What follows belongs to an exercise in optimizing a design on an open flow for small area, a short achievable clock period and few clock cycles; a production flow would make more cautious choices. RTL that was checked went through simulation tests only; none was proved equivalent to the original. Only the layout flow was run in runs 1 and 2; the RTL was not checked for function there. In run 6 the design's own scripts or RTL, not TritonCTS, make the clock network. No driver is modelled on the clock port, so clock power and skew are understated where the tree is cut down; a real chip needs a root buffer or a tree. Power is estimated from default activity; no workload was simulated.

**config.mk**
```make
export PLATFORM = sky130hd
export DESIGN_NAME = image_dilation_3x3
export DESIGN_NICKNAME = image_dilation_3x3
export VERILOG_FILES = /design/flow/design.v
export SDC_FILE = /design/flow/constraint.sdc
export NUM_CORES = 4
export LEC_CHECK = 0
export ABC_CLOCK_PERIOD_IN_PS = 2000
export CAP_MARGIN = 20
export CORE_MARGIN = 2
export CORE_UTILIZATION = 60
export CTS_BUF_LIST = sky130_fd_sc_hd__clkbuf_8
export CTS_CLUSTER_SIZE = 30
export PLACE_DENSITY = 0.7
export SLEW_MARGIN = 20
```
**constraint.sdc**
```tcl
create_clock -name core_clock -period 5.0 [get_ports {clk}]
set_input_delay 1.0000 -clock core_clock [delete_from_list [all_inputs] [get_ports {clk}]]
set_output_delay 1.0000 -clock core_clock [all_outputs]
set_load 0.01 [all_outputs]
```
**design.v**
```verilog
package img_pkg;
  localparam int COL_DFLT = 640;
  localparam int ROW_DFLT = 480;
  localparam int GRP      = 5;
  localparam int WORD_W   = 7;
  localparam logic [7:0] PIX_FG = 8'hFF;
  localparam logic [7:0] PIX_BG = 8'h00;
endpackage
module line_buffer_1b
#(
  parameter int DEPTH = 128,
  parameter int W     = 8,
  parameter int WR    = 6
) (
  input  logic         clk,
  input  logic         we,
  input  logic [W-1:0] wd,
  output logic [W-1:0] rd
);
  logic [DEPTH*W-1:0] st_q;
  assign rd = st_q[(DEPTH-1)*W +: W];
  always_ff @(posedge clk) begin
    st_q <= {st_q[(DEPTH-1)*W-1:0], st_q[(DEPTH-1)*W +: W]};
    if (we) st_q[WR*W +: W] <= wd;
  end
endmodule
import img_pkg::*;
module image_dilation_3x3
#(
  parameter int COL    = COL_DFLT,
  parameter int ROW    = ROW_DFLT,
  parameter int THRESH = 128
) (
  input  logic       clk,
  input  logic       rst,
  input  logic [7:0] data_in,
  input  logic       in_valid,
  output logic       in_ready,
  output logic [7:0] data_out,
  output logic       w_en,
  output logic       frame_done
);
  localparam int NG    = COL / GRP;           
  localparam int GW    = $clog2(NG);
  localparam int RW    = $clog2(ROW);
  localparam int FD    = 16;                  
  localparam int FW    = $clog2(FD + 1);
  localparam int WRSTG = GRP + 1;             
  localparam logic [1:0] M_IDLE = 2'd0, M_RUN = 2'd1, M_FLUSH = 2'd2;
  function automatic logic [6:0] enc91(input logic [9:0] xb);
    case (xb)
      10'b00000_00000: enc91 = 7'd0;
      10'b00000_00001: enc91 = 7'd1;
      10'b00000_00011: enc91 = 7'd2;
      10'b00000_00111: enc91 = 7'd3;
      10'b00000_01110: enc91 = 7'd4;
      10'b00000_01111: enc91 = 7'd5;
      10'b00000_10000: enc91 = 7'd6;
      10'b00000_10001: enc91 = 7'd7;
      10'b00000_10011: enc91 = 7'd8;
      10'b00000_10111: enc91 = 7'd9;
      10'b00000_11000: enc91 = 7'd10;
      10'b00000_11001: enc91 = 7'd11;
      10'b00000_11011: enc91 = 7'd12;
      10'b00000_11100: enc91 = 7'd13;
      10'b00000_11101: enc91 = 7'd14;
      10'b00000_11110: enc91 = 7'd15;
      10'b00000_11111: enc91 = 7'd16;
      10'b00001_00001: enc91 = 7'd17;
      10'b00001_00011: enc91 = 7'd18;
      10'b00001_00111: enc91 = 7'd19;
      10'b00001_01111: enc91 = 7'd20;
      10'b00001_10001: enc91 = 7'd21;
      10'b00001_10011: enc91 = 7'd22;
      10'b00001_10111: enc91 = 7'd23;
      10'b00001_11001: enc91 = 7'd24;
      10'b00001_11011: enc91 = 7'd25;
      10'b00001_11101: enc91 = 7'd26;
      10'b00001_11111: enc91 = 7'd27;
      10'b00011_00011: enc91 = 7'd28;
      10'b00011_00111: enc91 = 7'd29;
      10'b00011_01111: enc91 = 7'd30;
      10'b00011_10011: enc91 = 7'd31;
      10'b00011_10111: enc91 = 7'd32;
      10'b00011_11011: enc91 = 7'd33;
      10'b00011_11111: enc91 = 7'd34;
      10'b00111_00111: enc91 = 7'd35;
      10'b00111_01111: enc91 = 7'd36;
      10'b00111_10111: enc91 = 7'd37;
      10'b00111_11111: enc91 = 7'd38;
      10'b01110_01110: enc91 = 7'd39;
      10'b01110_01111: enc91 = 7'd40;
      10'b01110_11110: enc91 = 7'd41;
      10'b01110_11111: enc91 = 7'd42;
      10'b01111_01111: enc91 = 7'd43;
      10'b01111_11111: enc91 = 7'd44;
      10'b10000_10000: enc91 = 7'd45;
      10'b10000_10001: enc91 = 7'd46;
      10'b10000_10011: enc91 = 7'd47;
      10'b10000_10111: enc91 = 7'd48;
      10'b10000_11000: enc91 = 7'd49;
      10'b10000_11001: enc91 = 7'd50;
      10'b10000_11011: enc91 = 7'd51;
      10'b10000_11100: enc91 = 7'd52;
      10'b10000_11101: enc91 = 7'd53;
      10'b10000_11110: enc91 = 7'd54;
      10'b10000_11111: enc91 = 7'd55;
      10'b10001_10001: enc91 = 7'd56;
      10'b10001_10011: enc91 = 7'd57;
      10'b10001_10111: enc91 = 7'd58;
      10'b10001_11001: enc91 = 7'd59;
      10'b10001_11011: enc91 = 7'd60;
      10'b10001_11101: enc91 = 7'd61;
      10'b10001_11111: enc91 = 7'd62;
      10'b10011_10011: enc91 = 7'd63;
      10'b10011_10111: enc91 = 7'd64;
      10'b10011_11011: enc91 = 7'd65;
      10'b10011_11111: enc91 = 7'd66;
      10'b10111_10111: enc91 = 7'd67;
      10'b10111_11111: enc91 = 7'd68;
      10'b11000_11000: enc91 = 7'd69;
      10'b11000_11001: enc91 = 7'd70;
      10'b11000_11011: enc91 = 7'd71;
      10'b11000_11100: enc91 = 7'd72;
      10'b11000_11101: enc91 = 7'd73;
      10'b11000_11110: enc91 = 7'd74;
      10'b11000_11111: enc91 = 7'd75;
      10'b11001_11001: enc91 = 7'd76;
      10'b11001_11011: enc91 = 7'd77;
      10'b11001_11101: enc91 = 7'd78;
      10'b11001_11111: enc91 = 7'd79;
      10'b11011_11011: enc91 = 7'd80;
      10'b11011_11111: enc91 = 7'd81;
      10'b11100_11100: enc91 = 7'd82;
      10'b11100_11101: enc91 = 7'd83;
      10'b11100_11110: enc91 = 7'd84;
      10'b11100_11111: enc91 = 7'd85;
      10'b11101_11101: enc91 = 7'd86;
      10'b11101_11111: enc91 = 7'd87;
      10'b11110_11110: enc91 = 7'd88;
      10'b11110_11111: enc91 = 7'd89;
      10'b11111_11111: enc91 = 7'd90;
      default: enc91 = 7'd0;
    endcase
  endfunction
  function automatic logic [9:0] dec91(input logic [6:0] w);
    case (w)
      7'd0: dec91 = 10'b00000_00000;
      7'd1: dec91 = 10'b00000_00001;
      7'd2: dec91 = 10'b00000_00011;
      7'd3: dec91 = 10'b00000_00111;
      7'd4: dec91 = 10'b00000_01110;
      7'd5: dec91 = 10'b00000_01111;
      7'd6: dec91 = 10'b00000_10000;
      7'd7: dec91 = 10'b00000_10001;
      7'd8: dec91 = 10'b00000_10011;
      7'd9: dec91 = 10'b00000_10111;
      7'd10: dec91 = 10'b00000_11000;
      7'd11: dec91 = 10'b00000_11001;
      7'd12: dec91 = 10'b00000_11011;
      7'd13: dec91 = 10'b00000_11100;
      7'd14: dec91 = 10'b00000_11101;
      7'd15: dec91 = 10'b00000_11110;
      7'd16: dec91 = 10'b00000_11111;
      7'd17: dec91 = 10'b00001_00001;
      7'd18: dec91 = 10'b00001_00011;
      7'd19: dec91 = 10'b00001_00111;
      7'd20: dec91 = 10'b00001_01111;
      7'd21: dec91 = 10'b00001_10001;
      7'd22: dec91 = 10'b00001_10011;
      7'd23: dec91 = 10'b00001_10111;
      7'd24: dec91 = 10'b00001_11001;
      7'd25: dec91 = 10'b00001_11011;
      7'd26: dec91 = 10'b00001_11101;
      7'd27: dec91 = 10'b00001_11111;
      7'd28: dec91 = 10'b00011_00011;
      7'd29: dec91 = 10'b00011_00111;
      7'd30: dec91 = 10'b00011_01111;
      7'd31: dec91 = 10'b00011_10011;
      7'd32: dec91 = 10'b00011_10111;
      7'd33: dec91 = 10'b00011_11011;
      7'd34: dec91 = 10'b00011_11111;
      7'd35: dec91 = 10'b00111_00111;
      7'd36: dec91 = 10'b00111_01111;
      7'd37: dec91 = 10'b00111_10111;
      7'd38: dec91 = 10'b00111_11111;
      7'd39: dec91 = 10'b01110_01110;
      7'd40: dec91 = 10'b01110_01111;
      7'd41: dec91 = 10'b01110_11110;
      7'd42: dec91 = 10'b01110_11111;
      7'd43: dec91 = 10'b01111_01111;
      7'd44: dec91 = 10'b01111_11111;
      7'd45: dec91 = 10'b10000_10000;
      7'd46: dec91 = 10'b10000_10001;
      7'd47: dec91 = 10'b10000_10011;
      7'd48: dec91 = 10'b10000_10111;
      7'd49: dec91 = 10'b10000_11000;
      7'd50: dec91 = 10'b10000_11001;
      7'd51: dec91 = 10'b10000_11011;
      7'd52: dec91 = 10'b10000_11100;
      7'd53: dec91 = 10'b10000_11101;
      7'd54: dec91 = 10'b10000_11110;
      7'd55: dec91 = 10'b10000_11111;
      7'd56: dec91 = 10'b10001_10001;
      7'd57: dec91 = 10'b10001_10011;
      7'd58: dec91 = 10'b10001_10111;
      7'd59: dec91 = 10'b10001_11001;
      7'd60: dec91 = 10'b10001_11011;
      7'd61: dec91 = 10'b10001_11101;
      7'd62: dec91 = 10'b10001_11111;
      7'd63: dec91 = 10'b10011_10011;
      7'd64: dec91 = 10'b10011_10111;
      7'd65: dec91 = 10'b10011_11011;
      7'd66: dec91 = 10'b10011_11111;
      7'd67: dec91 = 10'b10111_10111;
      7'd68: dec91 = 10'b10111_11111;
      7'd69: dec91 = 10'b11000_11000;
      7'd70: dec91 = 10'b11000_11001;
      7'd71: dec91 = 10'b11000_11011;
      7'd72: dec91 = 10'b11000_11100;
      7'd73: dec91 = 10'b11000_11101;
      7'd74: dec91 = 10'b11000_11110;
      7'd75: dec91 = 10'b11000_11111;
      7'd76: dec91 = 10'b11001_11001;
      7'd77: dec91 = 10'b11001_11011;
      7'd78: dec91 = 10'b11001_11101;
      7'd79: dec91 = 10'b11001_11111;
      7'd80: dec91 = 10'b11011_11011;
      7'd81: dec91 = 10'b11011_11111;
      7'd82: dec91 = 10'b11100_11100;
      7'd83: dec91 = 10'b11100_11101;
      7'd84: dec91 = 10'b11100_11110;
      7'd85: dec91 = 10'b11100_11111;
      7'd86: dec91 = 10'b11101_11101;
      7'd87: dec91 = 10'b11101_11111;
      7'd88: dec91 = 10'b11110_11110;
      7'd89: dec91 = 10'b11110_11111;
      7'd90: dec91 = 10'b11111_11111;
      default: dec91 = 10'd0;
    endcase
  endfunction
  logic [1:0]     mode_q;
  logic [6:0]     wait_q;                     
  logic           wz_q;                       
  logic [GRP-1:0] ph_q;                       
  logic [GW-1:0]  grp_q;                      
  logic           g0_q, glast_q;              
  logic [RW-1:0]  row_q;                      
  logic           r0_q, r1_q, rlast_q;        
  logic [FW-1:0]  cnt_q;                      
  logic           ne_q;                       
  logic [FD-1:0]  fifo_q;                     
  logic           in_ready_q, w_en_q, frame_done_q, dout_q;
  logic           z1_q, z2_q;                 
  logic [GRP-1:0] dx_q, db_q;                 
  logic [GRP-1:0] tx_q, tb_q;                 
  logic           wr_q;
  logic [WORD_W-1:0] st_rd;
  line_buffer_1b #(.DEPTH(NG), .W(WORD_W), .WR(WRSTG)) u_store (
    .clk(clk), .we(wr_q), .wd(enc91({tx_q, tb_q})), .rd(st_rd)
  );
  logic push, pop, step, emit, flush, idle;
  logic cs0, cslast, last_pix, last_out;
  logic z, h, xo, bo, o;
  logic [FW-1:0] cnt_d;
  logic [6:0]    wait_d;
  assign flush = (mode_q == M_FLUSH);
  assign idle  = (mode_q == M_IDLE);
  assign push  = in_valid && in_ready_q;
  assign step  = flush || (ne_q && (idle || wz_q));
  assign pop   = step && !flush;
  assign cs0      = ph_q[0] && g0_q;
  assign cslast   = ph_q[GRP-1] && glast_q;
  assign last_pix = rlast_q && glast_q && ph_q[GRP-2];   
  assign last_out = r0_q && cslast;                      
  assign z  = !flush && fifo_q[0];
  assign h  = (z && !cslast) || z1_q || (z2_q && !cs0);
  assign xo = |(dx_q & ph_q);
  assign bo = |(db_q & ph_q);
  assign o  = (r1_q ? xo : bo) || h;
  assign emit = step && !idle && (flush || !r0_q);
  assign cnt_d  = cnt_q + FW'(push) - FW'(pop);
  assign wait_d = step ? 7'd0 : wait_q + 7'd1;
  assign in_ready   = in_ready_q;
  assign data_out   = dout_q ? PIX_FG : PIX_BG;
  assign w_en       = w_en_q;
  assign frame_done = frame_done_q;
  always_ff @(posedge clk) begin
    for (int i = 0; i < FD; i = i + 1) begin
      if (pop) begin
        if (push && cnt_q == FW'(i + 1)) fifo_q[i] <= data_in >= 8'(THRESH);
        else if (i < FD - 1)             fifo_q[i] <= fifo_q[(i < FD - 1) ? i + 1 : i];
      end else if (push && cnt_q == FW'(i)) begin
        fifo_q[i] <= data_in >= 8'(THRESH);
      end
    end
  end
  always_ff @(posedge clk) begin
    dout_q <= o;
    wr_q   <= step && ph_q[GRP-1];
    if (step) begin
      z1_q <= z;
      z2_q <= z1_q;
      for (int i = 0; i < GRP; i = i + 1) begin
        if (ph_q[i]) begin
          tx_q[i] <= h;
          tb_q[i] <= h || (xo && !r0_q);
        end
      end
      if (ph_q[GRP-1]) {dx_q, db_q} <= dec91(st_rd);
    end
  end
  always_ff @(posedge clk or posedge rst) begin
    if (rst) begin
      mode_q       <= M_IDLE;
      wait_q       <= '0;
      wz_q         <= 1'b1;
      ph_q         <= GRP'(1) << (GRP - 1);
      grp_q        <= GW'(NG - 1);
      g0_q         <= 1'b0;
      glast_q      <= 1'b1;
      row_q        <= RW'(ROW - 1);
      r0_q         <= 1'b0;
      r1_q         <= 1'b0;
      rlast_q      <= 1'b1;
      cnt_q        <= '0;
      ne_q         <= 1'b0;
      in_ready_q   <= 1'b1;
      w_en_q       <= 1'b0;
      frame_done_q <= 1'b0;
    end else begin
      cnt_q        <= cnt_d;
      ne_q         <= (cnt_d != '0);
      in_ready_q   <= (cnt_d != FW'(FD));
      w_en_q       <= emit;
      frame_done_q <= emit && last_out;
      wait_q       <= wait_d;
      wz_q         <= (wait_d == '0);
      if (step) begin
        ph_q <= {ph_q[GRP-2:0], ph_q[GRP-1]};
        if (ph_q[GRP-1]) begin
          if (glast_q) begin
            grp_q   <= '0;
            g0_q    <= 1'b1;
            glast_q <= 1'b0;
            row_q   <= rlast_q ? '0 : row_q + 1'b1;
            r0_q    <= rlast_q;
            r1_q    <= r0_q;
            rlast_q <= (row_q == RW'(ROW - 2));
          end else begin
            grp_q   <= grp_q + 1'b1;
            g0_q    <= 1'b0;
            glast_q <= (grp_q == GW'(NG - 2));
          end
        end
        case (mode_q)
          M_IDLE:  mode_q <= M_RUN;
          M_RUN:   if (last_pix) mode_q <= M_FLUSH;
          default: if (last_out) begin
            mode_q  <= M_IDLE;
            ph_q    <= GRP'(1) << (GRP - 1);
            grp_q   <= GW'(NG - 1);
            g0_q    <= 1'b0;
            glast_q <= 1'b1;
            row_q   <= RW'(ROW - 1);
            r0_q    <= 1'b0;
            r1_q    <= 1'b0;
            rlast_q <= 1'b1;
          end
        endcase
      end
    end
  end
endmodule
```
**run.sh**
```bash
#!/bin/bash
# synth_recipe.tcl (not shown) runs the flow's synth.tcl, then flattens the netlist and writes it again
# the make line also repeats each setting of config.mk as NAME=value (left out here)
make -C /OpenROAD-flow-scripts/flow DESIGN_CONFIG=/design/flow/config.mk WORK_HOME=/design/flow/orfs CLKGATE_MAP_FILE= SYNTH_SCRIPT=/design/flow/synth_recipe.tcl finish
```
==> impl_metrics.json, run 1 <==
{
  "fin_skew_ps": 25.06,
  "post_cts_buffers": 0,
  "path_buf_inv": 5,
  "synthDistinctLibCells": 86,
  "fin_tns_setup_ps": 0,
  "yosysWarnings": 2,
  "irDropWorstVdd_v": 0.0002909,
  "synth_common_cells": "dfxtp_1, nand2_1, nor2_1, o21ai_0, a21oi_1",
  "syn2layout_area_growth_pct": 13.68,
  "clk_pin_slew_ps": 70,
  "cts_resized": 0,
  "arrival_ps": 3450,
  "post-synth-top-count-cell": "dfxtp_1",
  "rsz0062_at_grt": "no",
  "layout-drive-gt1-share_pct": 13.97,
  "root_buffer": "clkbuf_8",
  "crit_slowest_cell": "dfrtp_1",
  "dp.cells": 2159,
  "coreArea_mm2": 0.04001,
  "worstHoldPathType": "reg2reg",
  "cts_tree": "built",
  "worstSkewPairLatency_ps": 700,
  "start_util_pct": 61.12,
  "power_leakage_nw": 11.04,
  "final_core_utilization_pct": 69.48,
  "grt_max_degree": 35,
  "n_fill_cell": 2682,
  "grt_first_pass_wirelength_um": 59490,
  "overflow": 0,
  "r2r_start": "mode_q[0]",
  "p_per_area_mw_per_mm2": 531.1,
  "layout_setup_ws_ps": 2116,
  "antenna_found_initial": 0,
  "syn_inst": 1675,
  "multi_input_area_mm2": 0.003826,
  "synthArstFlopShare_pct": 4.587,
  "syn_area_per_cell_um2": 14.60,
  "tightest_slew_ps": 923.1,
  "drv_cap": 0,
  "via_count": 11903,
  "hpwl_um": 19180,
  "crit_type": "reg2reg",
  "dieArea_mm2": 0.04238,
  "fmax_mhz": 346.7,
  "regToRegEndpoint": "ne_q",
  "yosysSeqAreaShare_pct": 82.33,
  "ys.flop_type": "dfxtp_1",
  "ys_top_cells_by_area": "dfxtp_1, edfxtp_1, dfrtp_1, dfstp_2, mux2i_1",
  "die_width_um": 205.9,
  "cp_cell_sequence": "inv_1 > nand2_1 > o211ai_2 > buf_4 > inv_1 > ha_1 > inv_1 > ha_1 > inv_1 > fa_1 > xnor2_1 > nor4_1 > nand2b_1",
  "rrSetupSlack_ps": 2120,
  "endpoint": "ne_q",
  "crit_path_frequent_cell": "inv_1",
  "synth_edf_count": 24,
  "htreeDepth": 4,
  "cts_buffers": 139,
  "fin_cells": 2408,
  "finalHoldViolations": 0,
  "ys_ff_latch": 981,
  "routabilityCongestion": 0.8811,
  "cts.hold.buffers_added": 0,
  "cpPeakStageDelay_ps": 400,
  "pre_cts_ws_ps": 1734,
  "max_slew_margin_pct": 38.38,
  "netlist_area_mm2": 0.02445,
  "cts_sinks": 981,
  "slew_viol_final": 0,
  "critical-path-top-delay-family": "adder cells",
  "fin_crit_ps": 2884,
  "final.period_utilization_pct": 57.68,
  "drc": 0,
  "reg2regPathDepth": 13,
  "ant_nets": 0,
  "required_ps": 5570,
  "num-nets-final": 1809,
  "outcome": "finished clean",
  "drtIter0Drc": 939,
  "start_kind": "flip-flop",
  "grt_pass1_vias": 11917,
  "dr.pass1.iters": 5,
  "io_pins": 22,
  "cts_buffer_depth": 3,
  "yosys.area.top_type": "dfxtp_1",
  "setup_violations": 0,
  "routed_wirelength_um": 35880,
  "crit_cells": 13,
  "synth_top_cell_area_share_pct": 74.67,
  "syn_nets": 1709,
  "grt_usage_pct": 17.62,
  "viasPerCell": 4.943,
  "path_max_fanout": 17,
  "antenna_cells": 0,
  "wl_per_cell_um": 14.90,
  "holdPathStages": 0,
  "die_height_um": 205.9,
  "std_cell_rows": 73,
  "worstSetupEndpointType": "flip-flop",
  "critPathLaunch": "mode_q[0]",
  "portBuffers": 14,
  "seq_area_mm2": 0.02013
}
-- power by group --
group	internal [W]	switching, W
combinational	0.000284	0.000366
clock	0.00326	0.00277
sequential	0.00800	0.0000816
-- metrics by stage --
step                hold WS, ps  total power (W)  cell area, um^2
floorplan                 309.6         0.008752            24450
global placement          310.8         0.008887            24970
detailed placement        312.1         0.008911            24970
CTS                       300.7          0.01498            27800
global route              307.4          0.01539            27800
finish                    307.7          0.01476            27800
-- sequential cells by signal, indices dropped and copies added (netlist names), 5 cells and up --
name and count:
dx_q 5, row_q 9, u_store.st_q 896, tx_q 5, cnt_q 5, tb_q 5
fifo_q 16, ph_q 5, grp_q 7, wait_q 7, db_q 5
-- worst min path at each step --
stage                        endpoint              start
floorplan           u_store.st_q[100]   u_store.st_q[93]
global route        u_store.st_q[124]  u_store.st_q[117]
CTS                 u_store.st_q[354]  u_store.st_q[347]
global placement    u_store.st_q[324]  u_store.st_q[317]
finish              u_store.st_q[413]  u_store.st_q[406]
detailed placement  u_store.st_q[130]  u_store.st_q[123]
-- cell usage in the layout, fill, tap and decap left out, types with 5 or more instances in the layout --
master / n
nand2b_1: 17
a21oi_1: 45
dfstp_2: 20
nand3_1: 25
a31oi_1: 12
xnor2_1: 11
mux2i_1: 30
a22oi_1: 6
clkinv_2: 13
mux2_2: 6
o22ai_1: 10
clkbuf_8: 177
ha_1: 22
nor2b_1: 11
o31ai_1: 9
buf_4: 15
a41oi_1: 5
and3_1: 7
clkdlybuf4s50_1: 14
edfxtp_1: 24
nand2_1: 77
a22o_1: 5
nor4_1: 11
o21ai_0: 56
inv_1: 67
nand4_1: 9
a211oi_1: 7
nor2_1: 70
nor3_1: 29
dfxtp_1: 912
o211ai_1: 5
and2_1: 10
dfrtp_1: 25
-- area by class of cell --
type / count / share of cell area, %
inverters: 27 / 0.3646
repair buffers: 29 / 0.9093
clock inverters: 72 / 1.413
clock buffers: 177 / 8.764
flip-flops and latches: 981 / 72.42
multi-input cells: 597 / 13.77
well taps: 525 / 2.363
-- metal layers --
metal  share of wire [%]  vias up  track usage [%]  wire length [um]
met5                   0        -                0                 0
met1                  49     5594            24.85             17640
met3                 5.6       83            4.967              2023
met4                 2.6        0            8.776               924
li1                    -     5869                -                 -
met2                  43      357            25.05             15290
-- logic make-up after synthesis --
family | synth area share, %
DFF | 82.33
and+or+nand+nor | 6.494
AOI/OAI and AO/OA | 5.941
buffers and inverters | 2.026
muxes | 1.504
adders and majority gates | 1.208
xor gates and xnor gates | 0.5015
==> run 2, diff against run 1 <==
==> config.mk (replaced) <==
export PLATFORM = sky130hd
export DESIGN_NAME = image_dilation_3x3
export DESIGN_NICKNAME = image_dilation_3x3
export VERILOG_FILES = /design/flow/design.v
export SDC_FILE = /design/flow/constraint.sdc
export NUM_CORES = 4
export LEC_CHECK = 0
export CAP_MARGIN = 20
export CORE_MARGIN = 2
export CORE_UTILIZATION = 40
export SLEW_MARGIN = 20
==> impl_metrics.json, run 2 <==
{
  "p_int_w": 0.01246,
  "rsz0062_at_grt": "no",
  "worstSkewPairLatency_ps": 610,
  "arrival_ps": 3380,
  "ant_nets": 0,
  "pwr-share-seq_pct": 51.7,
  "swShare_pct": 20.35,
  "synth_top_cell_area_share_pct": 74.67,
  "fin_crit_ps": 2901,
  "clk_pin_slew_ps": 60,
  "yosys.area.top_type": "dfxtp_1",
  "cts.hold.buffers_added": 0,
  "irDropWorstVdd_v": 0.0002764,
  "netlist_area_mm2": 0.02445,
  "worstHoldPathType": "reg2reg",
  "grt_usage_pct": 11.46,
  "reg.largest.list": "u_store.st_q (896), fifo_q (16), row_q (9)",
  "die_width_um": 251.2,
  "antenna_found_initial": 0,
  "p_per_area_mw_per_mm2": 551.0,
  "fin_area_mm2": 0.02839,
  "fin_tns_setup_ps": 0,
  "syn_nets": 1709,
  "std_cell_rows": 90,
  "overflow": 0,
  "cts_buffer_depth": 3,
  "largest_register_ffs": 896,
  "antenna_cells": 0,
  "worstSetupEndpointType": "flip-flop",
  "reg2regPathDepth": 13,
  "drtIter0Drc": 637,
  "pre_cts_ws_ps": 1695,
  "holdPathStages": 0,
  "syn_inst": 1675,
  "p_total_w": 0.01564,
  "ys_ff_latch": 981,
  "yosysWarnings": 2,
  "mostFrequentLayoutCells": "dfxtp_1, clkbuf_16, nand2_1",
  "portBuffers": 14,
  "die_height_um": 251.2,
  "tightest_slew_ps": 1046,
  "final.period_utilization_pct": 58.02,
  "slew_viol_final": 0,
  "cpPeakStageDelay_ps": 480,
  "required_ps": 5470,
  "layout_setup_ws_ps": 2099,
  "start_util_pct": 40.51,
  "synthArstFlopShare_pct": 4.587,
  "drc": 0,
  "fin_skew_ps": 16.13,
  "setup_violations": 0,
  "synth_common_cells": "dfxtp_1, nand2_1, nor2_1, o21ai_0, a21oi_1",
  "routabilityCongestion": 0.8387,
  "grt_first_pass_wirelength_um": 59690,
  "layout-drive-gt1-share_pct": 11.43,
  "ys.flop_type": "dfxtp_1",
  "path_max_fanout": 17,
  "outcome": "finished clean",
  "largest-register": "u_store.st_q",
  "via_count": 11630,
  "htreeDepth": 3,
  "fmax_mhz": 344.7,
  "yosysSeqAreaShare_pct": 82.33,
  "coreArea_mm2": 0.06036,
  "cts_tree": "built",
  "max_slew_margin_pct": 30.20,
  "dr.pass1.iters": 7,
  "synth_edf_count": 24,
  "crit_slowest_cell": "fa_1",
  "final_core_utilization_pct": 47.04,
  "ys_top_cells_by_area": "dfxtp_1, edfxtp_1, dfrtp_1, dfstp_2, mux2i_1",
  "root_buffer": "clkbuf_16",
  "crit_type": "reg2reg",
  "finalHoldViolations": 0,
  "pwr-share-comb_pct": 4.2,
  "pwr-share-clk_pct": 44.2,
  "cts_resized": 0,
  "drv_cap": 0,
  "cp_cell_sequence": "inv_1 > nand2_1 > o211ai_2 > buf_4 > inv_1 > ha_1 > inv_1 > ha_1 > inv_1 > fa_1 > inv_1 > nor4_1 > nand2b_1",
  "post-synth-top-count-cell": "dfxtp_1",
  "synthDistinctLibCells": 86,
  "routed_wirelength_um": 34890,
  "power_leakage_nw": 10.94,
  "num-nets-final": 1756,
  "wl_per_cell_um": 13.55,
  "hpwl_um": 19400,
  "grt_pass1_vias": 11679,
  "syn2layout_area_growth_pct": 16.12,
  "post_cts_buffers": 0,
  "cts_sinks": 981,
  "cts_buffers": 87,
  "crit_path_frequent_cell": "inv_1",
  "p_sw_w": 0.003183,
  "postPlaceCellArea_mm2": 0.02528,
  "layout_commonest_cell": "dfxtp_1",
  "grt_max_degree": 40,
  "viasPerCell": 4.517,
  "syn_area_per_cell_um2": 14.60,
  "io_pins": 22,
  "dieArea_mm2": 0.06312,
  "start_kind": "flip-flop"
}
## run 2: cell types whose count changed in the layout (fill, tap and decap cells not counted), moves of 2 or more
cell       delta
clkbuf_8    -156
clkbuf_16    +89
inv_1        -42
clkbuf_1     +12
bufinv_16    +10
clkinv_1      -2
inv_6         -2
## run 2: cells by family after synthesis
kind of cell	synth area share [%]
xor+xnor	0.5015
simple gates	6.494
mux	1.504
compound gates	5.941
flops	82.33
fa+ha+maj	1.208
buf+inv	2.026
## run 2: cell type report
| cell class | instances | area, um^2 |
|---|---|---|
| Timing Repair Buffer | 28 | 245.2 |
| Clock inverter | 38 | 550.5 |
| Inverter | 27 | 101.3 |
| Multi-Input combinational cell | 597 | 3826 |
| Tap cell | 782 | 978.4 |
| Clock buffer | 122 | 2561 |
| Sequential cell | 981 | 20130 |
| Fill cell | 5166 | 31970 |
## run 2: critical path: cells and delay by family, from the launching register on
kind | cells | cell delay [ps]
compound gates | 1 | 90
fa+ha+maj | 3 | 940
buf+inv | 6 | 700
flops | 1 | 400
simple gates | 3 | 630
## run 2: power groups by stage
stage | Sequential [W] | Clock, W | Combinational, W
3_5_place_dp | 0.00826 | 0 | 0.000662
3_3_place_gp | 0.00825 | 0 | 0.000643
4_1_cts | 0.00808 | 0.00712 | 0.000663
5_1_grt | 0.00809 | 0.00745 | 0.000744
2_1_floorplan | 0.00822 | 0 | 0.000531
6_report | 0.00808 | 0.00691 | 0.000653
## run 2: worst paths after layout
path / start / to / slack, ps
min in group asynchronous: rst / row_q[5] / 720
setup reg to reg: mode_q[0] / ne_q / 2100
setup / recovery: mode_q[0] / ne_q / 2100
max in group asynchronous: rst / in_ready_q / 3570
hold reg to reg: u_store.st_q[339] / u_store.st_q[346] / 310
hold / removal: u_store.st_q[339] / u_store.st_q[346] / 310
## run 2: routing by layer
metal	vias to the layer above	share of wire, %	GRT usage [%]
met5	-	0	0
met3	85	4.7	2.744
met2	276	41	16.32
li1	5749	-	-
met4	0	3.3	5.391
met1	5520	51	16.39
## run 2: through the flow
stage	hold WS, ps	cells
2_1_floorplan	309.6	1675
3_3_place_gp	311.0	2415
3_5_place_dp	312.1	2415
4_1_cts	310.0	2575
5_1_grt	319.2	2575
6_report	308.9	2575
==> run 3, diff against run 2 <==
--- a/design.v
+++ b/design.v
@@ -45,7 +45,7 @@
   localparam int RW    = $clog2(ROW);
   localparam int FD    = 16;                  
   localparam int FW    = $clog2(FD + 1);
-  localparam int WRSTG = GRP + 1;             
+  localparam int WRSTG = GRP + 2;             
   localparam logic [1:0] M_IDLE = 2'd0, M_RUN = 2'd1, M_FLUSH = 2'd2;
   function automatic logic [6:0] enc91(input logic [9:0] xb);
     case (xb)
@@ -254,15 +254,17 @@
   logic           z1_q, z2_q;                 
   logic [GRP-1:0] dx_q, db_q;                 
   logic [GRP-1:0] tx_q, tb_q;                 
-  logic           wr_q;
+  logic           wr_q, wr2_q;
+  logic [WORD_W-1:0] enc_q;                   
   logic [WORD_W-1:0] st_rd;
   line_buffer_1b #(.DEPTH(NG), .W(WORD_W), .WR(WRSTG)) u_store (
-    .clk(clk), .we(wr_q), .wd(enc91({tx_q, tb_q})), .rd(st_rd)
+    .clk(clk), .we(wr2_q), .wd(enc_q), .rd(st_rd)
   );
   logic push, pop, step, emit, flush, idle;
   logic cs0, cslast, last_pix, last_out;
   logic z, h, xo, bo, o;
-  logic [FW-1:0] cnt_d;
+  logic [FW-1:0] cnt_d, cnt_inc, cnt_dec;
+  logic          ne_d, full_d;
   logic [6:0]    wait_d;
   assign flush = (mode_q == M_FLUSH);
   assign idle  = (mode_q == M_IDLE);
@@ -279,7 +281,11 @@
   assign bo = |(db_q & ph_q);
   assign o  = (r1_q ? xo : bo) || h;
   assign emit = step && !idle && (flush || !r0_q);
-  assign cnt_d  = cnt_q + FW'(push) - FW'(pop);
+  assign cnt_inc = cnt_q + 1'b1;
+  assign cnt_dec = cnt_q - 1'b1;
+  assign cnt_d   = (push && !pop) ? cnt_inc : ((pop && !push) ? cnt_dec : cnt_q);
+  assign ne_d    = push || (cnt_q > FW'(1)) || (ne_q && !pop);
+  assign full_d  = !pop && ((cnt_q == FW'(FD)) || (push && cnt_q == FW'(FD - 1)));
   assign wait_d = step ? 7'd0 : wait_q + 7'd1;
   assign in_ready   = in_ready_q;
   assign data_out   = dout_q ? PIX_FG : PIX_BG;
@@ -296,8 +302,11 @@
     end
   end
   always_ff @(posedge clk) begin
-    dout_q <= o;
+    dout_q     <= o;
+    in_ready_q <= !full_d;
     wr_q   <= step && ph_q[GRP-1];
+    wr2_q  <= wr_q;
+    enc_q  <= enc91({tx_q, tb_q});
     if (step) begin
       z1_q <= z;
       z2_q <= z1_q;
@@ -325,13 +334,11 @@
       rlast_q      <= 1'b1;
       cnt_q        <= '0;
       ne_q         <= 1'b0;
-      in_ready_q   <= 1'b1;
       w_en_q       <= 1'b0;
       frame_done_q <= 1'b0;
     end else begin
       cnt_q        <= cnt_d;
-      ne_q         <= (cnt_d != '0);
-      in_ready_q   <= (cnt_d != FW'(FD));
+      ne_q         <= ne_d;
       w_en_q       <= emit;
       frame_done_q <= emit && last_out;
       wait_q       <= wait_d;
--- a/config.mk
+++ b/config.mk
@@ -5,7 +5,12 @@
 export SDC_FILE = /design/flow/constraint.sdc
 export NUM_CORES = 4
 export LEC_CHECK = 0
+export ABC_CLOCK_PERIOD_IN_PS = 2000
 export CAP_MARGIN = 20
 export CORE_MARGIN = 2
-export CORE_UTILIZATION = 40
+export CORE_UTILIZATION = 60
+export CTS_BUF_LIST = sky130_fd_sc_hd__clkbuf_8
+export CTS_CLUSTER_SIZE = 30
+export PLACE_DENSITY = 0.7
+export SETUP_SLACK_MARGIN = 2.5
 export SLEW_MARGIN = 20
==> impl_metrics.json, run 3 <==
{
  "pwr-share-clk_pct": 36.8,
  "use_met1_pct": 24.89,
  "cts.hold.buffers_added": 0,
  "cts_buffer_depth": 3,
  "synth_top_cell_area_share_pct": 74.56,
  "r2r_start": "tx_q[4]",
  "die_height_um": 207.0,
  "layout-drive-gt1-share_pct": 14.14,
  "start_kind": "flip-flop",
  "via_count": 11876,
  "p_per_area_mw_per_mm2": 564.9,
  "antenna_cells": 0,
  "grt_usage_pct": 17.16,
  "syn_inst": 1668,
  "setup_violations": 0,
  "syn2layout_area_growth_pct": 12.86,
  "hp-start": "u_store.st_q[35]",
  "routabilityCongestion": 0.8709,
  "max_slew_margin_pct": 41.05,
  "rsz0062_at_grt": "no",
  "netlist_area_mm2": 0.02473,
  "swShare_pct": 23.40,
  "root_buffer": "clkbuf_8",
  "fmax_mhz": 407.9,
  "largest-register": "u_store.st_q",
  "reg.largest.list": "u_store.st_q (896), fifo_q (16), row_q (9)",
  "dieArea_mm2": 0.04286,
  "pwr-share-seq_pct": 55.9,
  "ys_top_cells_by_area": "dfxtp_1, edfxtp_1, dfrtp_1, dfstp_2, mux2i_1",
  "yosysWarnings": 2,
  "finalHoldViolations": 0,
  "pwr-share-comb_pct": 7.3,
  "synthArstFlopShare_pct": 4.449,
  "portBuffers": 14,
  "grt_max_degree": 45,
  "drv_cap": 0,
  "layout_commonest_cell": "dfxtp_1",
  "n_fill_cell": 2752,
  "p_sw_w": 0.003690,
  "irDropWorstVdd_v": 0.0003145,
  "critPathLaunch": "tx_q[4]",
  "top_usage_layer": "met1",
  "worstSkewPairLatency_ps": 700,
  "path_max_fanout": 20,
  "synth_edf_count": 24,
  "grt_pass1_vias": 12140,
  "syn_nets": 1700,
  "num-nets-final": 1797,
  "hpwl_um": 19160,
  "use_met3_pct": 5.094,
  "antenna_found_initial": 0,
  "ys_ff_latch": 989,
  "p_int_w": 0.01208,
  "dp.cells": 2155,
  "worstHoldPathType": "reg2reg",
  "fin_tns_setup_ps": 0,
  "mostFrequentLayoutCells": "dfxtp_1, clkbuf_8, inv_1",
  "clk_pin_slew_ps": 60,
  "overflow": 0,
  "viasPerCell": 4.965,
  "cts_tree": "built",
  "ant_nets": 0,
  "power_leakage_nw": 11.18,
  "syn_area_per_cell_um2": 14.83,
  "start_util_pct": 60.70,
  "dr.pass1.iters": 5,
  "arrival_ps": 2940,
  "drtIter0Drc": 841,
  "ys.flop_type": "dfxtp_1",
  "yosys.area.top_type": "dfxtp_1",
  "slew_viol_final": 0,
  "routed_wirelength_um": 36160,
  "std_cell_rows": 74,
  "fin_skew_ps": 33.35,
  "largest_register_ffs": 896,
  "synthDistinctLibCells": 85,
  "outcome": "finished clean",
  "drc": 0,
  "fin_cells": 2392,
  "fin_crit_ps": 2452,
  "worstSetupEndpointType": "flip-flop",
  "htreeDepth": 4,
  "synth_common_cells": "dfxtp_1, nor2_1, nand2_1, o21ai_0, mux2i_1",
  "required_ps": 5490,
  "tightest_slew_ps": 884.3,
  "cts_buffers": 136,
  "yosysSeqAreaShare_pct": 82.02,
  "die_width_um": 207.0,
  "grt_first_pass_wirelength_um": 60600,
  "post-synth-top-count-cell": "dfxtp_1",
  "crit_type": "reg2reg",
  "cts_sinks": 989,
  "wl_per_cell_um": 15.12,
  "final.period_utilization_pct": 49.04,
  "coreArea_mm2": 0.04074,
  "io_pins": 22,
  "met2_usage_pct": 23.87
}
## run 3: cell types whose count changed in the layout (fill, tap and decap cells not counted), moves of 7 or more
cell	before	now
clkbuf_8	21	165
clkbuf_16	89	0
inv_1	25	64
nand2_1	77	58
o21ai_0	56	43
clkbuf_1	12	0
a21oi_1	45	34
clkdlybuf4s50_1	14	3
dlygate4sd2_1	0	11
nor2_1	70	59
bufinv_16	11	2
mux2_2	6	14
a22o_1	5	12
clkinv_2	14	7
## run 3: cells by family after synthesis
| logic type | share of synthesized area, % |
|---|---|
| AO/OA/AOI/OAI | 5.667 |
| XOR/XNOR | 0.4604 |
| adder cells (fa/ha/maj) | 1.062 |
| buffers and inverters | 2.019 |
| flip-flops | 82.02 |
| multiplexers | 2.186 |
| AND/OR/NAND/NOR | 6.587 |
## run 3: cell type report
class	count	area (um^2)	share of cell area, %
Clock inverter	68	392.9	1.408
Tap cell	532	665.6	2.385
Clock buffer	165	2271	8.136
Sequential cell	989	20290	72.69
Multi-Input combinational cell	585	3963	14.20
Timing Repair Buffer	27	227.7	0.8159
Inverter	26	103.9	0.3721
## run 3: power by group through the flow
stage	Sequential, W	Clock (W)	Combinational [W]
after floorplan	0.00883	0	0.000986
after global placement	0.00897	0	0.00112
after detailed placement	0.00899	0	0.00112
after CTS	0.00882	0.00600	0.00112
after global routing	0.00886	0.00635	0.00128
final	0.00881	0.00581	0.00115
## run 3: stage by stage
step	worst slack (ps)	area [um^2]	util, %	total power [W]	hold WS [ps]
final	2548	27910	68.51	0.01577	310.0
after CTS	2518	27860	68.39	0.01594	310.7
after global routing	2544	27910	68.51	0.01649	311.4
after detailed placement	2312	25200	61.86	0.01011	312.1
after global placement	2303	25200	61.86	0.01009	311.7
after floorplan	2874	24730	-	0.009818	309.6
## run 3: worst paths after layout
check                                         to  slack, ps  cells past startpoint
worst max-delay path                    enc_q[0]       2550                      5
worst min-delay path            u_store.st_q[42]        310                      0
worst max register to register          enc_q[0]       2550                      5
worst min register to register  u_store.st_q[42]        310                      0
max in group asynchronous                   wz_q       3850                      3
min in group asynchronous              wait_q[4]        750                      3
## run 3: critical path: stages, from the launching register on
cell and delay (ps):
edfxtp_1 920, nand4b_1 280, nor3_1 70, o221a_2 230, a2111oi_0 520, nand4_1 250
## run 3: metal layers
layer	part of all wire (%)	vias to the layer above
li1	-	5860
met1	50	5625
met2	42	314
met3	5.5	77
met4	2.3	0
met5	0	-
## run 3: what timing repair did
| action | CTS | global route |
|---|---|---|
| endpoints found under the setup margin | 29 | 28 |
| gates resized for setup | 14 | 8 |
| buffers inserted | 1 | 3 |
| pin swaps | 0 | 1 |
Testbench counts of run 3, summed over its fixed seeds: cycles 1,847,052.
==> run 4, diff against run 3 <==
--- a/config.mk
+++ b/config.mk
@@ -12,5 +12,5 @@
 export CTS_BUF_LIST = sky130_fd_sc_hd__clkbuf_8
 export CTS_CLUSTER_SIZE = 30
 export PLACE_DENSITY = 0.7
-export SETUP_SLACK_MARGIN = 2.5
+export SETUP_SLACK_MARGIN = 3.0
 export SLEW_MARGIN = 20
==> impl_metrics.json, run 4 <==
{
  "cts_buffers": 138,
  "via_count": 12223,
  "syn_inst": 1668,
  "multi_input_area_mm2": 0.004347,
  "hpwl_um": 19020,
  "synth_edf_count": 24,
  "cts_sinks": 989,
  "largest-register": "u_store.st_q",
  "setup_violations": 0,
  "clk_pin_slew_ps": 70,
  "fin_tns_setup_ps": 0,
  "dr.pass1.iters": 5,
  "rsz0062_at_grt": "yes",
  "num-nets-final": 1842,
  "whs_ps": 296.3,
  "worstSkewPairLatency_ps": 700,
  "outcome": "finished clean",
  "reg2regPathDepth": 6,
  "grt_first_pass_wirelength_um": 63490,
  "routed_wirelength_um": 38770,
  "rrSetupSlack_ps": 2910,
  "arrival_ps": 1180,
  "n_fill_cell": 2640,
  "path_buf_inv": 1,
  "crit_slowest_cell": "dfxtp_4",
  "layout_commonest_cell": "dfxtp_1",
  "yosysSeqAreaShare_pct": 82.02,
  "reg.largest.list": "u_store.st_q (896), fifo_q (16), row_q (9)",
  "fmax_mhz": 458.7,
  "post-synth-top-count-cell": "dfxtp_1",
  "root_buffer": "clkbuf_8",
  "wl_per_cell_um": 15.87,
  "synthArstFlopShare_pct": 4.449,
  "routabilityCongestion": 0.8795,
  "std_cell_rows": 74,
  "syn_nets": 1700,
  "dp.cells": 2155,
  "fin_cells": 2443,
  "overflow": 0,
  "grt_usage_pct": 18.21,
  "antenna_cells": 0,
  "seq_area_mm2": 0.02031,
  "cp_cell_sequence": "buf_2",
  "syn_area_per_cell_um2": 14.83,
  "path_max_fanout": 8,
  "die_width_um": 207.0,
  "drc": 0,
  "cpPeakStageDelay_ps": 370,
  "fin_crit_ps": 2180,
  "coreArea_mm2": 0.04074,
  "crit_cells": 1,
  "worstHoldPathType": "reg2reg",
  "netlist_area_mm2": 0.02473,
  "htreeDepth": 4,
  "final.period_utilization_pct": 43.60,
  "critPathLaunch": "dout_q",
  "synthDistinctLibCells": 85,
  "yosysWarnings": 2,
  "endpoint": "data_out[4]",
  "power_leakage_nw": 11.63,
  "yosys.area.top_type": "dfxtp_1",
  "grt_pass1_vias": 12505,
  "viasPerCell": 5.003,
  "cts.hold.buffers_added": 0,
  "synth_top_cell_area_share_pct": 74.56,
  "synth_common_cells": "dfxtp_1, nor2_1, nand2_1, o21ai_0, mux2i_1",
  "die_height_um": 207.0,
  "max_slew_margin_pct": 57.77,
  "largest_register_ffs": 896,
  "required_ps": 4000,
  "r2r_start": "tb_q[2]",
  "dieArea_mm2": 0.04286,
  "grt_max_degree": 45,
  "ys_top_cells_by_area": "dfxtp_1, edfxtp_1, dfrtp_1, dfstp_2, mux2i_1",
  "antenna_found_initial": 1,
  "ys.flop_type": "dfxtp_1",
  "regToRegEndpoint": "enc_q[0]",
  "worstSetupEndpointType": "output port",
  "portBuffers": 14,
  "drv_cap": 0,
  "cts_buffer_depth": 3,
  "finalHoldViolations": 0,
  "fin_skew_ps": 30.92,
  "layout-drive-gt1-share_pct": 20.62,
  "mostFrequentLayoutCells": "dfxtp_1, clkbuf_8, nor2_1",
  "irDropWorstVdd_v": 0.0003042,
  "layout_setup_ws_ps": 2820,
  "slew_viol_final": 0,
  "ant_nets": 0,
  "start_kind": "flip-flop",
  "critical-path-top-delay-family": "flip-flops",
  "drtIter0Drc": 839,
  "crit_type": "reg2out",
  "io_pins": 22,
  "cts_tree": "built",
  "p_per_area_mw_per_mm2": 569.2,
  "pre_cts_ws_ps": 2315,
  "syn2layout_area_growth_pct": 17.20,
  "start_util_pct": 60.70,
  "ys_ff_latch": 989,
  "tightest_slew_ps": 632.6
}
==> run 4: how the worst min path moves through the flow <==
stage,from,end,slack (ps),depth (start not counted)
finish,u_store.st_q[11],u_store.st_q[18],300,0
floorplan,u_store.st_q[93],u_store.st_q[100],310,0
detailed placement,u_store.st_q[127],u_store.st_q[134],310,0
global route,u_store.st_q[11],u_store.st_q[18],300,0
global placement,u_store.st_q[717],u_store.st_q[724],310,0
CTS,u_store.st_q[11],u_store.st_q[18],290,0
==> run 4: routing by layer <==
layer  GRT usage [%]  routed length [um]  up-vias
met5               0                   0        -
met4           9.532                1337        0
met3           5.458                2458      128
met2           25.60               16330      365
met1           25.58               18650     5758
li1                -                   -     5972
==> run 4: power breakdown <==
part	switching [W]	internal (W)
sequential	0.000267	0.00852
combinational	0.000850	0.000619
clock	0.00281	0.00343
total	0.00393	0.0126
==> run 4: cells by family after synthesis <==
kind of cell	Yosys count	synth area share, %
compound gates	206	5.667
xor+xnor	13	0.4604
fa+ha+maj	21	1.062
buf+inv	94	2.019
flops	989	82.02
mux	51	2.186
simple gates	294	6.587
==> run 4: through the flow <==
step	instance area, um^2	total power [W]	util [%]
6_report	28980	0.01650	71.14
5_1_grt	28980	0.01723	71.14
4_1_cts	28550	0.01657	70.07
3_5_place_dp	25200	0.01012	61.87
3_3_place_gp	25200	0.01010	61.87
2_1_floorplan	24740	0.009823	-
==> run 4: timing repair <==
action	in CTS	in global routing
endpoints found under the hold margin	0	0
cloned	1	1
setup buffers	31	14
setup endpoints to repair	99	62
pin swaps	11	15
resized for setup	100	65
==> run 4: layout make-up <==
class                   instances  area share (%)
clock buffers                 175           8.310
clock inverters                66           1.640
inverters                      26          0.4058
multi-input cells             586           15.00
flip-flops and latches        989           70.06
well taps                     532           2.297
repair buffers                 69           2.288
==> run 4: worst register-to-register path, stage by stage, from the launching register on <==
cell and delay [ps]:
edfxtp_1 480, buf_8 210, and4b_1 240, nand2_1 200, o211ai_1 130, a211oi_1 450, nand4_1 230
==> run 5, diff against run 4 <==
--- a/config.mk
+++ b/config.mk
@@ -9,8 +9,8 @@
 export CAP_MARGIN = 20
 export CORE_MARGIN = 2
 export CORE_UTILIZATION = 60
-export CTS_BUF_LIST = sky130_fd_sc_hd__clkbuf_8
-export CTS_CLUSTER_SIZE = 30
+export CTS_CLUSTER_DIAMETER = 120
+export CTS_CLUSTER_SIZE = 28
 export PLACE_DENSITY = 0.7
-export SETUP_SLACK_MARGIN = 3.0
+export SETUP_SLACK_MARGIN = 3.3
 export SLEW_MARGIN = 20
==> impl_metrics.json, run 5 <==
{
  "outcome": "finished clean",
  "ys.flop_type": "dfxtp_1",
  "crit_type": "reg2out",
  "p_per_area_mw_per_mm2": 504.4,
  "worstHoldPathType": "reg2reg",
  "syn_inst": 1668,
  "tightest_slew_ps": 939.4,
  "cpPeakStageDelay_ps": 390,
  "start_kind": "flip-flop",
  "cts_tree": "built",
  "synth_edf_count": 24,
  "viasPerCell": 5.187,
  "ys_ff_latch": 989,
  "yosysSeqAreaShare_pct": 82.02,
  "grt_first_pass_wirelength_um": 61110,
  "dr_wl_met3_um": 2163,
  "layout-drive-gt1-share_pct": 19.30,
  "drv_cap": 0,
  "slew_viol_final": 0,
  "cp_cell_sequence": "buf_2",
  "routed_wirelength_um": 37630,
  "hpwl_um": 19310,
  "portBuffers": 14,
  "drtIter0Drc": 891,
  "ys_top_cells_by_area": "dfxtp_1, edfxtp_1, dfrtp_1, dfstp_2, mux2i_1",
  "yosys.area.top_type": "dfxtp_1",
  "worstSetupEndpointType": "output port",
  "holdPathStages": 0,
  "worstHoldEndpoint": "u_store.st_q[778]",
  "start_util_pct": 60.70,
  "p_total_w": 0.01413,
  "wl_per_cell_um": 16.30,
  "regToRegEndpoint": "enc_q[0]",
  "irDropWorstVdd_v": 0.0002901,
  "hp-start": "u_store.st_q[771]",
  "via_count": 11977,
  "path_buf_inv": 1,
  "root_buffer": "clkbuf_16",
  "path_max_fanout": 8,
  "coreArea_mm2": 0.04074,
  "dr.pass1.iters": 5,
  "cts.hold.buffers_added": 0,
  "rrSetupSlack_ps": 2910,
  "std_cell_rows": 74,
  "synthArstFlopShare_pct": 4.449,
  "fin_skew_ps": 31.20,
  "routabilityCongestion": 0.8778,
  "overflow": 0,
  "wl_met2_um": 15980,
  "largest-register": "u_store.st_q",
  "highest_layer": "met4",
  "r2r_start": "tx_q[2]",
  "final.period_utilization_pct": 42.49,
  "grt_usage_pct": 17.37,
  "antenna_found_initial": 0,
  "antenna_cells": 0,
  "synthDistinctLibCells": 85,
  "worstSkewPairLatency_ps": 600,
  "required_ps": 4000,
  "fmax_mhz": 470.7,
  "die_height_um": 207.0,
  "io_pins": 22,
  "yosysWarnings": 2,
  "setup_violations": 0,
  "fin_crit_ps": 2124,
  "num-nets-final": 1803,
  "clk_pin_slew_ps": 110,
  "cts_buffer_depth": 3,
  "whs_ps": 308.9,
  "reg.largest.list": "u_store.st_q (896), fifo_q (16), row_q (9)",
  "finalHoldViolations": 0,
  "arrival_ps": 1120,
  "mostFrequentLayoutCells": "dfxtp_1, buf_4, nor2_1",
  "drc": 0,
  "crit_slowest_cell": "dfxtp_4",
  "netlist_area_mm2": 0.02473,
  "syn2layout_area_growth_pct": 13.31,
  "synth_top_cell_area_share_pct": 74.56,
  "cts_sinks": 989,
  "grt_pass1_vias": 11680,
  "grt_max_degree": 45,
  "synth_common_cells": "dfxtp_1, nor2_1, nand2_1, o21ai_0, mux2i_1",
  "met1_length_um": 18380,
  "htreeDepth": 2,
  "post-synth-top-count-cell": "dfxtp_1",
  "power_leakage_nw": 10.90,
  "fin_tns_setup_ps": 0,
  "cts_buffers": 41,
  "die_width_um": 207.0,
  "ant_nets": 0,
  "rsz0062_at_grt": "yes",
  "syn_area_per_cell_um2": 14.83,
  "critical-path-top-delay-family": "flip-flops",
  "max_slew_margin_pct": 37.24,
  "reg2regPathDepth": 7,
  "largest_register_ffs": 896,
  "dieArea_mm2": 0.04286,
  "syn_nets": 1700,
  "layout_commonest_cell": "dfxtp_1",
  "crit_cells": 1
}
run 5: cell families after synthesis:
logic type | synth area share, %
fa+ha+maj | 1.062
mux | 2.186
buf+inv | 2.019
xor+xnor | 0.4604
simple gates | 6.587
compound gates | 5.667
flops | 82.02
run 5: worst max-delay path by stage:
stage / from / end / slack [ps]
2_1_floorplan: in_valid / fifo_q[0] / 3020
3_3_place_gp: in_valid / fifo_q[0] / 2260
3_5_place_dp: in_valid / fifo_q[0] / 2210
4_1_cts: dout_q / data_out[4] / 2840
5_1_grt: dout_q / data_out[3] / 2810
6_report: dout_q / data_out[7] / 2880
run 5: layout make-up:
class	count	area, um^2
clock buffer	47	1070
fill	2763	12720
timing repair inverter	1	8.758
multi-input combinational	588	4611
sequential	989	20310
tap	532	665.6
clock inverter	2	36.28
timing repair buffer	124	1184
inverter	26	135.1
run 5: metrics by stage:
step,setup slack (ps),cell area [um^2],util (%),std cells
finish,2876,28020,68.78,2309
detailed placement,2209,25280,62.05,2154
CTS,2843,27450,67.39,2278
global placement,2255,25280,62.05,2154
global route,2814,28020,68.78,2309
floorplan,3015,24890,-,1668
run 5: power by group:
part,total (W),internal (W),switching (W)
logic,0.00168,0.000741,0.000935
registers,0.00875,0.00851,0.000240
clock network,0.00371,0.00155,0.00216
run 5: layer usage:
layer  vias to the layer above  GRT usage [%]
li1                       5821              -
met1                      5724          25.69
met2                       326          25.61
met3                       106          3.532
met4                         0          6.133
met5                         -              0
run 5: timing repair:
action	4_1_cts	5_1_grt
endpoints found under the setup margin	121	81
pin swaps	18	51
hold endpoints to repair	0	0
buffers inserted	69	29
resized for setup	168	74
gates cloned	6	2
==> run 6, diff against run 5 <==
==> flow/run.sh (new file) <==
#!/bin/bash
# Standard layout (the standard.sh, all ORFS steps), except that the
# clock tree is built by flow/clock_tree.tcl: a balanced two-level tree in
# place of TritonCTS's three levels. The tree is sourced through ORFS's
# PRE_CTS_TCL hook; the CTS step's repair and legalization run as usual.
set -euo pipefail
export PRE_CTS_TCL="$PWD/flow/clock_tree.tcl"
bash standard.sh > standard_flow.log 2>&1
==> flow/clock_tree.tcl (new file) <==
# Two-level clock tree built by hand in place of TritonCTS (sourced as
# PRE_CTS_TCL, before the standard CTS step runs its repair and legalizing).
# The clock port feeds NROOT root buffers; each root feeds a share of the
# leaf buffers; each leaf buffer feeds one cluster of about CL_SIZE clock
# pins found by k-means on the placed flip-flops. Every register sits two
# buffers from the port, so the tree is balanced; it is only shallower than
# TritonCTS's three levels.
set cl_size 28
set nroot   4
set buf_name sky130_fd_sc_hd__clkbuf_16

set db    [ord::get_db]
set block [ord::get_db_block]
set bufm  [$db findMaster $buf_name]
set clk   [$block findNet clk]

# clock pins of the registers
set sinks {}
foreach it [$clk getITerms] {
  set inst [$it getInst]
  set bb [$inst getBBox]
  set x [expr {([$bb xMin] + [$bb xMax]) / 2.0}]
  set y [expr {([$bb yMin] + [$bb yMax]) / 2.0}]
  lappend sinks [list $it $x $y]
}
set n [llength $sinks]
set k [expr {max(1, int(ceil(double($n) / $cl_size)))}]
puts "manual CTS: $n sinks, $k clusters"

# k-means, seeded along a sort by (x, y)
set sorted [lsort -real -index 1 $sinks]
set cx {}; set cy {}
for {set c 0} {$c < $k} {incr c} {
  set s [lindex $sorted [expr {int(($c + 0.5) * $n / $k)}]]
  lappend cx [lindex $s 1]; lappend cy [lindex $s 2]
}
for {set iter 0} {$iter < 30} {incr iter} {
  set sx [lrepeat $k 0.0]; set sy [lrepeat $k 0.0]; set sc [lrepeat $k 0]
  set asg {}
  foreach s $sinks {
    set x [lindex $s 1]; set y [lindex $s 2]
    set best 0; set bd 1e30
    for {set c 0} {$c < $k} {incr c} {
      set d [expr {abs($x - [lindex $cx $c]) + abs($y - [lindex $cy $c])}]
      if {$d < $bd} { set bd $d; set best $c }
    }
    lappend asg $best
    lset sx $best [expr {[lindex $sx $best] + $x}]
    lset sy $best [expr {[lindex $sy $best] + $y}]
    lset sc $best [expr {[lindex $sc $best] + 1}]
  }
  for {set c 0} {$c < $k} {incr c} {
    if {[lindex $sc $c] > 0} {
      lset cx $c [expr {[lindex $sx $c] / [lindex $sc $c]}]
      lset cy $c [expr {[lindex $sy $c] / [lindex $sc $c]}]
    }
  }
}

# leaf buffers
set leaves {}
for {set c 0} {$c < $k} {incr c} {
  if {[lindex $sc $c] == 0} { lappend leaves {}; continue }
  set b [odb::dbInst_create $block $bufm "clkbuf_leaf_$c"]
  $b setLocation [expr {int([lindex $cx $c])}] [expr {int([lindex $cy $c])}]
  $b setPlacementStatus PLACED
  set net [odb::dbNet_create $block "clknet_leaf_$c"]
  $net setSigType CLOCK
  [$b findITerm X] connect $net
  lappend leaves $b
}
set i 0
foreach s $sinks {
  set it [lindex $s 0]
  set c [lindex $asg $i]
  $it disconnect
  $it connect [$block findNet "clknet_leaf_$c"]
  incr i
}

# root buffers: split the leaves into nroot groups by angle around their centre
set used {}
set mx 0.0; set my 0.0
for {set c 0} {$c < $k} {incr c} {
  if {[lindex $sc $c] == 0} continue
  lappend used $c
  set mx [expr {$mx + [lindex $cx $c]}]; set my [expr {$my + [lindex $cy $c]}]
}
set nu [llength $used]
set mx [expr {$mx / $nu}]; set my [expr {$my / $nu}]
set ang {}
foreach c $used {
  lappend ang [list $c [expr {atan2([lindex $cy $c] - $my, [lindex $cx $c] - $mx)}]]
}
set ang [lsort -real -index 1 $ang]
set nr [expr {min($nroot, $nu)}]
for {set r 0} {$r < $nr} {incr r} {
  set grp {}
  for {set j [expr {$r * $nu / $nr}]} {$j < ($r + 1) * $nu / $nr} {incr j} {
    lappend grp [lindex [lindex $ang $j] 0]
  }
  set gx 0.0; set gy 0.0
  foreach c $grp { set gx [expr {$gx + [lindex $cx $c]}]; set gy [expr {$gy + [lindex $cy $c]}] }
  set gx [expr {$gx / [llength $grp]}]; set gy [expr {$gy / [llength $grp]}]
  set rb [odb::dbInst_create $block $bufm "clkbuf_root_$r"]
  $rb setLocation [expr {int($gx)}] [expr {int($gy)}]
  $rb setPlacementStatus PLACED
  set rnet [odb::dbNet_create $block "clknet_root_$r"]
  $rnet setSigType CLOCK
  [$rb findITerm X] connect $rnet
  [$rb findITerm A] connect $clk
  foreach c $grp { [[lindex $leaves $c] findITerm A] connect $rnet }
}
$clk setSigType CLOCK

# power pins of the new buffers
global_connect

# the tree is built: the standard CTS command does nothing from here on
proc clock_tree_synthesis {args} {
  puts "clock_tree_synthesis skipped: clock tree built by clock_tree.tcl"
}
==> standard.sh (new file) <==
#!/bin/bash
# synth_recipe.tcl (not shown) runs the flow's synth.tcl, then flattens the netlist and writes it again
# the make line also repeats each setting of config.mk as NAME=value (left out here)
make -C /OpenROAD-flow-scripts/flow DESIGN_CONFIG=/design/flow/config.mk WORK_HOME=/design/flow/orfs CLKGATE_MAP_FILE= SYNTH_SCRIPT=/design/flow/synth_recipe.tcl "${@:-finish}"
removed: run.sh
==> impl_metrics.json, run 6 <==
{
  "outcome": "finished clean",
  "overflow": 0,
  "syn2layout_area_growth_pct": 14.86,
  "p_per_area_mw_per_mm2": 496.1,
  "synthArstFlopShare_pct": 4.449,
  "fmax_mhz": 483.7,
  "top_usage_layer": "met2",
  "largest_register_ffs": 896,
  "cpPeakStageDelay_ps": 500,
  "syn_inst": 1668,
  "num-nets-final": 1815,
  "routed_wirelength_um": 38790,
  "fin_tns_setup_ps": 0,
  "path_buf_inv": 3,
  "ys.flop_type": "dfxtp_1",
  "ys_ff_latch": 989,
  "yosysSeqAreaShare_pct": 82.02,
  "netlist_area_mm2": 0.02473,
  "use_met1_pct": 26.03,
  "post-synth-top-count-cell": "dfxtp_1",
  "drc": 0,
  "final.period_utilization_pct": 41.35,
  "arrival_ps": 2320,
  "viasPerCell": 5.202,
  "critical-path-top-delay-family": "buffers and inverters",
  "largest-register": "u_store.st_q",
  "reg.largest.list": "u_store.st_q (896), fifo_q (16), row_q (9)",
  "tightest_slew_ps": 582.8,
  "finalHoldViolations": 0,
  "routabilityCongestion": 0.8778,
  "crit_slowest_cell": "or4b_1",
  "cp_cell_sequence": "buf_4 > buf_4 > bufbuf_16 > o22ai_1 > a22oi_1 > a21oi_1 > or4b_1",
  "antenna_cells": 0,
  "required_ps": 5250,
  "power_leakage_nw": 11.10,
  "dieArea_mm2": 0.04286,
  "start_util_pct": 60.70,
  "max_slew_margin_pct": 60.80,
  "grt_pass1_vias": 11793,
  "mostFrequentLayoutCells": "dfxtp_1, buf_4, nand2_1",
  "setup_violations": 0,
  "fin_skew_ps": 43.75,
  "synth_top_cell_area_share_pct": 74.56,
  "crit_type": "reg2reg",
  "worstSetupEndpointType": "flip-flop",
  "rsz0062_at_grt": "yes",
  "synth_common_cells": "dfxtp_1, nor2_1, nand2_1, o21ai_0, mux2i_1",
  "coreArea_mm2": 0.04074,
  "crit_path_frequent_cell": "buf_4",
  "start_kind": "flip-flop",
  "clk_pin_slew_ps": 110,
  "grt_first_pass_wirelength_um": 61800,
  "wl_per_cell_um": 16.77,
  "std_cell_rows": 74,
  "use_met3_pct": 1.925,
  "layout-drive-gt1-share_pct": 20.83,
  "grt_max_degree": 39,
  "final_core_utilization_pct": 69.72,
  "drv_cap": 0,
  "die_width_um": 207.0,
  "cts.hold.buffers_added": 0,
  "irDropWorstVdd_v": 0.0003625,
  "path_max_fanout": 11,
  "portBuffers": 14,
  "syn_area_per_cell_um2": 14.83,
  "drtIter0Drc": 892,
  "via_count": 12032,
  "dr.pass1.iters": 5,
  "io_pins": 22,
  "grt_usage_pct": 17.18,
  "synth_edf_count": 24,
  "worstSkewPairLatency_ps": 410,
  "met2_usage_pct": 26.18,
  "ant_nets": 0,
  "yosysWarnings": 2,
  "worstHoldPathType": "reg2reg",
  "slew_viol_final": 0,
  "layout_commonest_cell": "dfxtp_1",
  "antenna_found_initial": 0,
  "fin_crit_ps": 2067,
  "ys_top_cells_by_area": "dfxtp_1, edfxtp_1, dfrtp_1, dfstp_2, mux2i_1",
  "die_height_um": 207.0,
  "syn_nets": 1700,
  "hpwl_um": 19310,
  "yosys.area.top_type": "dfxtp_1",
  "synthDistinctLibCells": 85
}
run 6: cell counts after synthesis:
Identical to the previous run, type by type.
run 6: power breakdown:
| part | leakage [nW] | internal (W) | switching [W] | total [W] |
|---|---|---|---|---|
| registers | 8.17 | 0.00851 | 0.000265 | 0.00878 |
| clock network | 0.493 | 0.00144 | 0.00202 | 0.00347 |
| logic | 2.44 | 0.000824 | 0.00103 | 0.00185 |
run 6: layout make-up:
| type | instances | area, um^2 |
|---|---|---|
| Fill cell | 2741 | 12330 |
| Timing Repair inverter | 5 | 36.28 |
| Timing Repair Buffer | 133 | 1405 |
| Sequential cell | 989 | 20320 |
| Tap cell | 532 | 665.6 |
| Inverter | 26 | 137.6 |
| Buffer | 40 | 1001 |
| Multi-Input combinational cell | 588 | 4843 |
run 6: path summary, 6_finish.rpt:
kind / startpoint / end / slack (ps) / cells past startpoint
worst min register to register: u_store.st_q[687] / u_store.st_q[694] / 300 / 0
max in group asynchronous: rst / row_q[0] / 3800 / 2
worst max-delay path: tb_q[3] / enc_q[4] / 2930 / 7
worst max register to register: tb_q[3] / enc_q[4] / 2930 / 7
min in group asynchronous: rst / ph_q[2] / 870 / 2
worst min-delay path: u_store.st_q[687] / u_store.st_q[694] / 300 / 0
run 6: cell families after synthesis:
family	share of synthesized area [%]
DFF	82.02
adders and majority gates	1.062
AOI/OAI and AO/OA	5.667
xor gates and xnor gates	0.4604
muxes	2.186
buffers and inverters	2.019
and+or+nand+nor	6.587
run 6: worst register-to-register path, cell delays in order, from the launching register on:
cell and delay, ps:
edfxtp_1 450, buf_4 140, buf_4 100, bufbuf_16 270, o22ai_1 90, a22oi_1 250
a21oi_1 130, or4b_1 500
run 6: metal layers:
layer	wire, um	part of all wire (%)
met3	1912	4.9
met2	17060	44
met4	1232	3.2
met1	18590	48
met5	0	0
run 6: what timing repair did:
action | CTS | global route
cloned | 10 | 4
pin swaps | 28 | 46
gates resized for setup | 160 | 154
endpoints found under the setup margin | 165 | 95
endpoints found under the hold margin | 0 | 0
buffers inserted | 73 | 32
run 6: metrics by stage:
step	hold WS, ps	setup slack, ps	std cells	area [um^2]	power, W
after floorplan	308.9	3015	1668	24890	0.009865
after global placement	311.6	2255	2154	25280	0.01011
after detailed placement	312.1	2209	2154	25280	0.01014
after CTS	312.0	2846	2277	27600	0.01334
after global routing	309.7	2919	2313	28400	0.01464
final	297.9	2933	2313	28400	0.01409

==> separate check: timing with driven ports <==
The flow's constraints put no driver on any port. The routed layouts listed below were extracted and timed again, unchanged, in two steps. Step 1 assumes that a clkbuf_16 drives the clock port and a buf_2 every other input. Step 2 also shifts input and output timing later by t, the mid clock arrival at the registers, as if the neighbouring blocks saw the same clock. Three values: no drivers, after step 1, after step 2; two values: the first two.
run | shift t [ns] | setup WS [ns] | worst setup path after step 2 | pins driven straight from the clock port
run 1 | 0.740 | 2.116 / 2.116 / 1.712 | input to register | 1
run 2 | 0.653 | 2.099 / 2.099 / 1.704 | input to register | 1
run 3 | 0.726 | 2.548 / 2.548 / 2.321 | input to register | 1
run 4 | 0.734 | 2.820 / 2.770 / 2.354 | input to register | 1
run 5 | 0.636 | 2.876 / 2.823 / 2.735 | input to register | 1
run 6 | 0.488 | 2.933 / 2.933 / 2.817 | input to register | 4
After both steps every run listed still meets setup and hold. For run 4, which loses most, drivers alone change the setup slack by -0.050 ns; drivers and shift together by -0.466 ns.
